Source: an optimization exercise on an open RTL-to-GDS flow (aim: small area, a short achievable clock period and few clock cycles per item). Production flows keep margins and buffers that such runs may drop.
RTL that was checked went through simulation tests only; none was proved equivalent to the original.

## sad_disparity_core
module sad_disparity_core #(
    parameter int CAMERA_HSIZE   = 100,
    parameter int CAMERA_VSIZE   = 100,
    parameter int PIXEL_WIDTH    = 8,
    parameter int MAX_DISP       = 16,
    parameter int WIN_SIZE       = 5,
    parameter int BUF_ADDR_WIDTH = 32,
    parameter int DISP_WIDTH     = 4,
    localparam int COST_WIDTH    = PIXEL_WIDTH + $clog2(WIN_SIZE) + 1
) (
    input  logic                      clk,
    input  logic                      rst_n,
    input  logic                      frame_start,
    output logic [BUF_ADDR_WIDTH-1:0] buf_raddr,
    output logic                      buf_rready,
    input  logic                      buf_rvalid,
    input  logic [PIXEL_WIDTH-1:0]    buf_rdata_l,
    input  logic [PIXEL_WIDTH-1:0]    buf_rdata_r,
    output logic [DISP_WIDTH-1:0]     disp_out,
    output logic                      disp_valid,
    input  logic                      disp_ready,
    output logic                      sad_done
);
export LEC_CHECK = 0
export CAP_MARGIN = 20
export CORE_MARGIN = 2
export CORE_UTILIZATION = 70
export SLEW_MARGIN = 20
create_clock -name core_clock -period 30.0 [get_ports {clk}]
standard.sh (not shown) runs the stock make flow with config.mk's settings and CLKGATE_MAP_FILE= SYNTH_SCRIPT=/design/flow/synth_recipe.tcl, a recipe that flattens the netlist after the stock synthesis.
==> flow/flow/run.sh <==
#!/bin/bash
# The standard layout (standard.sh, all ORFS steps unchanged) with two differences:
#  - the buffers that global placement puts on every input and output port are
#    sky130_fd_sc_hd__buf_2 instead of the delay cell buffer_ports picks by default;
#  - clock tree synthesis runs without dummy loads (sink clusters of at most 24 flip-flops within 70 um).
# make's full output goes to standard.log; each ORFS step keeps its own log under orfs/logs.
set -euo pipefail
export BUFFER_PORTS_ARGS="-buffer_cell sky130_fd_sc_hd__buf_2"
export CTS_ARGS="-sink_clustering_enable -repair_clock_nets -sink_clustering_size 24 -sink_clustering_max_diameter 70 -dont_use_dummy_load"
bash standard.sh > standard.log 2>&1
Testbench counts at the start, summed over its fixed seeds: cycles 120,164, pixels 120,000.
Next try:
==> flow/flow/run.sh (replaced) <==
#!/bin/bash
# The standard layout (standard.sh, all ORFS steps unchanged) with one difference:
# the buffers that global placement puts on every input and output port are
# sky130_fd_sc_hd__buf_2 instead of the delay cell buffer_ports picks by default.
# make's full output goes to standard.log; each ORFS step keeps its own log under orfs/logs.
set -euo pipefail
export BUFFER_PORTS_ARGS="-buffer_cell sky130_fd_sc_hd__buf_2"
bash standard.sh > standard.log 2>&1
CORE_UTILIZATION = 60   (was 70)
CTS_CLUSTER_DIAMETER = 70   (was unset)
CTS_CLUSTER_SIZE = 24   (was unset)
Result:
- The new run completed without violations
- global-route usage drops by 4.7 points
- setup slack stays flat
- design area climbs by 1.2%
- routed wire length climbs by 2.2%
- register-to-register slack is about the same
- maximum frequency hardly moves

========
sad_disparity_core, a different RTL version from the one above (not shown whole).
Size in the first run: about 570 flip-flops, about 44000 sq um of cells after synthesis.
Settings: LEC_CHECK=0, ABC_AREA=1, CAP_MARGIN=20, CORE_MARGIN=2, CORE_UTILIZATION=40, CTS_CLUSTER_DIAMETER=70, CTS_CLUSTER_SIZE=24, SLEW_MARGIN=20; clock period 30.0 ns.
==> flow/flow/run.sh <==
#!/bin/bash
# The standard layout (standard.sh, all ORFS steps unchanged) with one difference:
# the buffers that global placement puts on every input and output port are
# sky130_fd_sc_hd__buf_4 instead of the delay cell buffer_ports picks by default.
# make's full output goes to standard.log; each ORFS step keeps its own log under orfs/logs.
set -euo pipefail
export BUFFER_PORTS_ARGS="-buffer_cell sky130_fd_sc_hd__buf_4"
bash standard.sh > standard.log 2>&1
The starting point completed with no timing, DRC or antenna violations.
Testbench counts at the start, summed over its fixed seeds: cycles 120,164, pixels 120,000.
==> next run, changes <==
--- a/flow/config.mk
+++ b/flow/config.mk
@@ -8 +7,0 @@
-export ABC_AREA = 1
@@ -11 +10 @@
-export CORE_UTILIZATION = 40
+export CORE_UTILIZATION = 60
What happened: The new run finished clean; final area decreases by 3.5%; first-iteration DRC count decreases by about 3.3%; non-clock buffer count increases by 3; core utilization increases by 21 points; cell count decreases by about 20%; synthesized cell count decreases by about 16%.
==> next run, changes <==
--- a/flow/config.mk
+++ b/flow/config.mk
@@ -10 +10 @@
-export CORE_UTILIZATION = 60
+export CORE_UTILIZATION = 40
What happened: The new run ran to the end with no violations; via count goes down by 3.9%; global-route usage goes down by 12 points; hold slack is about the same; worst setup slack degrades by 0.041 ns; final cell count goes up by about 10%; routed wire length goes down by 4.7%; non-clock buffer count goes up by 1.

========
Another version of the RTL of sad_disparity_core (not shown whole).
Size: roughly 540 flip-flops, ~0.043 mm^2 of cells after synthesis.
clock: 30.0 ns
lec_check: 0
cap_margin: 20
core_margin: 2
core_utilization: 40
slew_margin: 20
run.sh (not shown) runs the stock make flow with config.mk's settings and CLKGATE_MAP_FILE= SYNTH_SCRIPT=/design/flow/synth_recipe.tcl, a recipe that flattens the netlist after the stock synthesis.
Stock flow here: none of the scripts above is used.
The baseline completed with no timing, DRC or antenna violations.
Change:
==> flow/flow/run.sh (new file) <==
#!/bin/bash
# The standard layout (standard.sh, all ORFS steps unchanged) with one difference:
# the buffers that global placement puts on every input and output port are
# sky130_fd_sc_hd__buf_4 instead of the delay cell buffer_ports picks by default.
# make's full output goes to standard.log; each ORFS step keeps its own log under orfs/logs.
set -euo pipefail
export BUFFER_PORTS_ARGS="-buffer_cell sky130_fd_sc_hd__buf_4"
bash standard.sh > standard.log 2>&1
==> flow/standard.sh (new file) <==
#!/bin/bash
# synth_recipe.tcl (not shown) runs the flow's synth.tcl, then flattens the netlist and writes it again
# the make line also repeats each setting of config.mk as NAME=value (left out here)
make -C /OpenROAD-flow-scripts/flow DESIGN_CONFIG=/design/flow/config.mk WORK_HOME=/design/flow/orfs CLKGATE_MAP_FILE= SYNTH_SCRIPT=/design/flow/synth_recipe.tcl "${@:-finish}"
removed: flow/run.sh
After rerunning:
- design area stays flat
- wire length rises slightly
- area after synthesis does not change
- global-route usage rises by 0.15 points
- register-to-register slack gains 0.08 ns
- via count stays flat
Function was not checked in any run of this note: the RTL went through the layout flow alone.

========
job 4705:
sad_disparity_core with an RTL version that a note above also has.
For scale: roughly 3600 cells after synthesis, roughly 40000 µm² of cells after synthesis.
==> flow/config.mk <==
export PLATFORM = sky130hd
export DESIGN_NAME = sad_disparity_core
export DESIGN_NICKNAME = sad_disparity_core
export VERILOG_FILES = /design/flow/design.v
export SDC_FILE = /design/flow/constraint.sdc
export NUM_CORES = 4
export LEC_CHECK = 0
export CAP_MARGIN = 20
export CORE_MARGIN = 2
export CORE_UTILIZATION = 60
export SLEW_MARGIN = 20
==> flow/constraint.sdc <==
create_clock -name core_clock -period 30.0 [get_ports {clk}]
set_input_delay 6.0000 -clock core_clock [delete_from_list [all_inputs] [get_ports {clk}]]
set_output_delay 6.0000 -clock core_clock [all_outputs]
set_load 0.01 [all_outputs]
standard.sh (not shown) runs the stock make flow with config.mk's settings and CLKGATE_MAP_FILE= SYNTH_SCRIPT=/design/flow/synth_recipe.tcl, a recipe that flattens the netlist after the stock synthesis.
==> flow/flow/run.sh <==
#!/bin/bash
# The standard layout (standard.sh, all ORFS steps unchanged) with two differences:
#  - the buffers that global placement puts on every input and output port are
#    sky130_fd_sc_hd__buf_2 instead of the delay cell buffer_ports picks by default;
#  - clock tree synthesis runs without dummy loads (sink clusters of at most 30 flip-flops within 60 um).
# make's full output goes to standard.log; each ORFS step keeps its own log under orfs/logs.
set -euo pipefail
export BUFFER_PORTS_ARGS="-buffer_cell sky130_fd_sc_hd__buf_2"
export CTS_ARGS="-sink_clustering_enable -repair_clock_nets -sink_clustering_size 30 -sink_clustering_max_diameter 60 -dont_use_dummy_load"
bash standard.sh > standard.log 2>&1
Job 4705 reached the final stage; the timing, design-rule and antenna checks on its layout passed.
Testbench counts of job 4705, summed over its fixed seeds: cycles 120,164, pixels 120,000.
Input changes introduced in job 2953 (baseline for comparison: job 4705):
- CTS_CLUSTER_SIZE now 24, previously not set
- CTS_CLUSTER_DIAMETER now 70, previously not set
-- flow/flow/run.sh --
<<< job 4705, line 5
#  - clock tree synthesis runs without dummy loads (sink clusters of at most 30 flip-flops within 60 um).
>>> job 2953, line 5
#  - clock tree synthesis runs without dummy loads (same clustering as config.mk asks for).
<<< job 4705, line 9
export CTS_ARGS="-sink_clustering_enable -repair_clock_nets -sink_clustering_size 30 -sink_clustering_max_diameter 60 -dont_use_dummy_load"
>>> job 2953, line 9
export CTS_ARGS="-sink_clustering_enable -repair_clock_nets -sink_clustering_size 24 -sink_clustering_max_diameter 70 -dont_use_dummy_load"
Results
Job 2953 has completed all stages; timing, DRC and antenna checks passed. Of job 2953 and job 4705, it is job 2953 that has the lower clock buffer count from CTS. Delta(cell area, job 2953 - job 4705) < 0. On CTS sink count, job 4705 and job 2953 are neck and neck.
Input changes introduced in job 501 (baseline for comparison: job 2953):
-- flow/flow/run.sh --
<<< job 2953, line 5
#  - clock tree synthesis runs without dummy loads (same clustering as config.mk asks for).
>>> job 501, line 5
#  - clock tree synthesis uses sky130_fd_sc_hd__clkbuf_8, sink clusters of at most 16
#    flip-flops within 60 um, and no dummy loads.
<<< job 2953, line 9
export CTS_ARGS="-sink_clustering_enable -repair_clock_nets -sink_clustering_size 24 -sink_clustering_max_diameter 70 -dont_use_dummy_load"
>>> job 501, line 10
export CTS_ARGS="-sink_clustering_enable -repair_clock_nets -sink_clustering_size 16 -sink_clustering_max_diameter 60 -buf_list sky130_fd_sc_hd__clkbuf_8 -dont_use_dummy_load"
==> notes.md <==
Re residual antenna-violating net count after detailed routing: no difference whatsoever between job 2953 and job 501.
Max number of antenna violations at the first check in global routing across job 501 and job 2953: job 501
Critical path startpoint: addr[5] -> job 2953, addr[6] -> job 501
Taking job 2953 as the reference, in job 501 routed wire length now larger; number of buffers added by the clock tree synthesis step now larger.
In the metrics for job 501 and job 2953, the one carrying the lower final worst-path setup slack is job 501.

========
== alpha ==
sad_disparity_core, a different RTL version from the one above (not shown whole).
For scale: about 3500 cells after synthesis, ~570 flip-flops, ~60 I/O pins.
Settings: LEC_CHECK=0, CAP_MARGIN=20, CORE_MARGIN=2, CORE_UTILIZATION=60, CTS_CLUSTER_DIAMETER=70, CTS_CLUSTER_SIZE=24, SLEW_MARGIN=20; clock period 30.0 ns.
==> flow/flow/run.sh <==
#!/bin/bash
# The standard layout (standard.sh, all ORFS steps unchanged) with one difference:
# the buffers that global placement puts on every input and output port are
# sky130_fd_sc_hd__buf_2 instead of the delay cell buffer_ports picks by default.
# make's full output goes to standard.log; each ORFS step keeps its own log under orfs/logs.
set -euo pipefail
export BUFFER_PORTS_ARGS="-buffer_cell sky130_fd_sc_hd__buf_2"
bash standard.sh > standard.log 2>&1
alpha completed; timing, DRC and antenna clean
Testbench counts of alpha, summed over its fixed seeds: cycles 120,164, pixels 120,000.
Modified inputs, beta compared to alpha
Settings: SLEW_MARGIN: 20 -> 60; CORE_UTILIZATION: 60 -> 40.
==> flow/flow/run.sh <==
#!/bin/bash
# The standard layout (standard.sh, all ORFS steps unchanged) with one difference:
# the buffers that global placement puts on every input and output port are
# sky130_fd_sc_hd__buf_4 instead of the delay cell buffer_ports picks by default.
# make's full output goes to standard.log; each ORFS step keeps its own log under orfs/logs.
set -euo pipefail
export BUFFER_PORTS_ARGS="-buffer_cell sky130_fd_sc_hd__buf_4"
bash standard.sh > standard.log 2>&1
- beta went all the way through the flow, and no timing, DRC or antenna check failed.
- In the route summary, beta ends up with a via count below that of alpha.
- Compared with alpha, in beta final critical-path required period shows an increase of 0.041 ns, summed area of non-filler cells in the final layout shows an increase of 1400 um2.
- [compare] base=alpha new=beta: number of global-route vias before repair went down 556; least setup slack across all paths after layout decreased by 0.041 ns relative to the old numbers.
- [compare] base=alpha new=beta: arrival time of the worst setup path picked up an extra 0.04 ns; total placed cells including tap cells shows an increase of 453; highest attainable clock frequency has decreased.
- The most heavily used metal layer in global routing comes out met1 in one run and met2 in the other, namely in alpha and beta respectively.
Input changes introduced in gamma (baseline for comparison: beta):
Settings: a change of SLEW_MARGIN from 60 to 20.
Results
gamma completed every stage of the flow, and the final layout passed the timing, design-rule and antenna checks.
Taking beta as the reference point, the hold slack of gamma falls by 0.0046 ns.
Wire length: lower on gamma
The worst setup slack after placement of gamma falls short of that of beta by 0.0074 ns.
The following lists how delta was set up differently from gamma:
Settings: a change of SLEW_MARGIN from 20 to 80.
==> notes.md <==
- Estimated wirelength of the detail-placed design was lower in the run labelled gamma.
- delta has first-iteration DRC count above what gamma had.
- [delta] buffering overhead rose 4.4 points relative to gamma
- delta vs. gamma: setup slack decreased by 0.012 ns relative to the old numbers; hold slack increased by 0.0030 ns relative to the old numbers; total of fill cells in the finished design decreased by 515 relative to the old numbers.
- delta: cell count is 198 higher than what gamma reported.
[inputs] epsilon vs delta
Settings: a change of CORE_UTILIZATION from 40 to 60; a change of SLEW_MARGIN from 80 to 20.
==> notes.md <==
epsilon: done, clean on timing, DRC and antenna
Where count of routing violations after the opening detailed-route iteration is concerned, delta is better than epsilon.
Delta (epsilon minus delta): non-clock buffer count now sits lower; clock tree buffer count of the final layout now sits lower; final standard cell utilization of the core now sits higher; setup slack of the critical path after layout now sits higher.
epsilon has tightest hold margin below what delta had.
Worst setup slack after placement is lower on epsilon
Looking at fraction of area in non-clock buffers, epsilon sits 4.4 points lower than delta does.
epsilon vs delta — design area dropped by more than 10%

========
## oak
Another version of the RTL of sad_disparity_core (not shown whole).
Size in the first run: roughly 60 I/O pins, roughly 0.043 mm² of cells after synthesis.
// sad_disparity_core
module sad_disparity_core #(
    parameter int CAMERA_HSIZE   = 100,
    parameter int CAMERA_VSIZE   = 100,
    parameter int PIXEL_WIDTH    = 8,
    parameter int MAX_DISP       = 16,
    parameter int WIN_SIZE       = 5,
    parameter int BUF_ADDR_WIDTH = 32,
    parameter int DISP_WIDTH     = 4,
    localparam int COST_WIDTH    = PIXEL_WIDTH + $clog2(WIN_SIZE) + 1
) (
    input  logic                      clk,
    input  logic                      rst_n,
    input  logic                      frame_start,
    output logic [BUF_ADDR_WIDTH-1:0] buf_raddr,
    output logic                      buf_rready,
    input  logic                      buf_rvalid,
    input  logic [PIXEL_WIDTH-1:0]    buf_rdata_l,
    input  logic [PIXEL_WIDTH-1:0]    buf_rdata_r,
    output logic [DISP_WIDTH-1:0]     disp_out,
    output logic                      disp_valid,
    input  logic                      disp_ready,
    output logic                      sad_done
);
    localparam int PW      = PIXEL_WIDTH;
    localparam int NUM_PIX = CAMERA_HSIZE * CAMERA_VSIZE;
    localparam int AW      = $clog2(NUM_PIX);
    localparam int XW      = $clog2(CAMERA_HSIZE);
    localparam int SW      = $clog2(WIN_SIZE * ((1 << PW) - 1) + 1);   
    localparam int NRH     = MAX_DISP + WIN_SIZE;                       
    localparam int NLH     = WIN_SIZE + 1;                              
    localparam int CAP     = 6;                                         
    localparam int FD      = CAP - 1;                                   
    localparam int FPW     = $clog2(FD);
    localparam int FLN     = NRH + 1;                                   
    localparam int FLW     = $clog2(FLN + 1);
    logic [FLW-1:0]   fl_cnt;
    logic             flush;
    logic             running;
    logic             reading;
    logic             rr;
  ...
Settings: LEC_CHECK=0, CAP_MARGIN=20, CORE_MARGIN=2, CORE_UTILIZATION=40, CTS_CLUSTER_DIAMETER=70, CTS_CLUSTER_SIZE=24, SLEW_MARGIN=20; clock period 30.0 ns.
==> flow/flow/run.sh <==
#!/bin/bash
# The standard layout (standard.sh, all ORFS steps unchanged) with one difference:
# the buffers that global placement puts on every input and output port are
# sky130_fd_sc_hd__buf_4 instead of the delay cell buffer_ports picks by default.
# make's full output goes to standard.log; each ORFS step keeps its own log under orfs/logs.
set -euo pipefail
export BUFFER_PORTS_ARGS="-buffer_cell sky130_fd_sc_hd__buf_4"
bash standard.sh > standard.log 2>&1
[inputs] birch vs oak
Settings: removing CTS_CLUSTER_DIAMETER (formerly 70); removing CTS_CLUSTER_SIZE (formerly 24).
Results
[compare] base=oak new=birch: wire length of the first global-routing pass shows an increase of 0.76%, via count shows an increase of 163, routed wire length shows an increase of 1100 µm, fraction of area in non-clock buffers shows no meaningful change. Looking at worst setup path endpoint, the s[10][10] result is from birch; the s[12][3] one comes from oak. The final layout from oak, which completed every stage, passed the timing, design-rule and antenna checks at the end of the flow. birch ran to completion and came out clean on the timing, design-rule and antenna checks. Number of nets in the layout (lower): oak. Diff oak -> birch: global-route track usage on met1 saw little to no change, number of search-and-repair iterations in the first detailed-routing pass saw an increase.
No run of this note included a check of the RTL's function; only the layout flow was run.

-- separate check: timing with driven ports --
How much do the figures lean on ideal ports? The routed layouts below were timed once more, with nothing changed but the port constraints. Step 1, drivers: a clkbuf_16 drives clk and a buf_2 each remaining input, both assumed. Step 2 moves the port delays by t, midway between the first and last clock arrival at a register: inputs arrive t later, outputs are due t later. That takes back most of the time a late clock gives input paths. a / b / c = ideal / step 1 / step 2; a / b = the first two.
| run | shift t [ns] | setup WS [ns] | hold slack, ns | pins driven straight from the clock port |
|---|---|---|---|---|
| the first run of note 1 | 0.633 | 22.768 / 22.703 / 22.685 | 0.362 / 0.362 / 0.362 | 1 |
| the second run of note 1 | 0.654 | 22.771 / 22.704 / 22.634 | 0.353 / 0.353 / 0.353 | 1 |
| the first run of note 2 | 0.720 | 22.722 / 22.655 / 22.469 | 0.356 / 0.356 / 0.356 | 1 |
| the second run of note 2 | 0.693 | 22.734 / 22.666 / 22.640 | 0.356 / 0.356 / 0.356 | 1 |
| the third run of note 2 | 0.701 | 22.693 / 22.626 / 22.626 | 0.355 / 0.355 / 0.355 | 1 |
| the first run of note 3 | 0.690 | 22.321 / 22.254 / 22.086 | 0.356 / 0.356 / 0.356 | 1 |
| the second run of note 3 | 0.692 | 22.705 / 22.673 / 22.499 | 0.347 / 0.347 / 0.347 | 1 |
| job 4705 | 0.653 | 22.767 / 22.701 / 22.655 | 0.350 / 0.350 / 0.350 | 1 |
| job 2953 | 0.646 | 22.776 / 22.709 / 22.627 | 0.350 / 0.350 / 0.350 | 1 |
| job 501 | 0.742 | 22.688 / 22.622 / 22.627 | 0.354 / 0.354 / 0.354 | 1 |
| alpha | 0.670 | 22.750 / 22.682 / 22.665 | 0.354 / 0.354 / 0.354 | 1 |
| beta | 0.704 | 22.709 / 22.647 / 22.778 | 0.361 / 0.361 / 0.361 | 1 |
| gamma | 0.698 | 22.726 / 22.664 / 22.756 | 0.356 / 0.356 / 0.356 | 1 |
| delta | 0.695 | 22.713 / 22.649 / 22.864 | 0.359 / 0.359 / 0.359 | 1 |
| epsilon | 0.677 | 22.746 / 22.679 / 22.662 | 0.352 / 0.352 / 0.352 | 1 |
| oak | 0.694 | 22.427 / 22.450 / 21.757 | 0.360 / 0.360 / 0.360 | 1 |
| birch | 0.686 | 22.419 / 22.440 / 21.754 | 0.355 / 0.355 / 0.355 | 1 |
After both steps every run listed still meets setup and hold. The setup slack of oak, which loses most, moves by +0.023 ns with the drivers and by -0.670 ns with both steps. The worst setup slack also covers recovery checks on asynchronous resets.
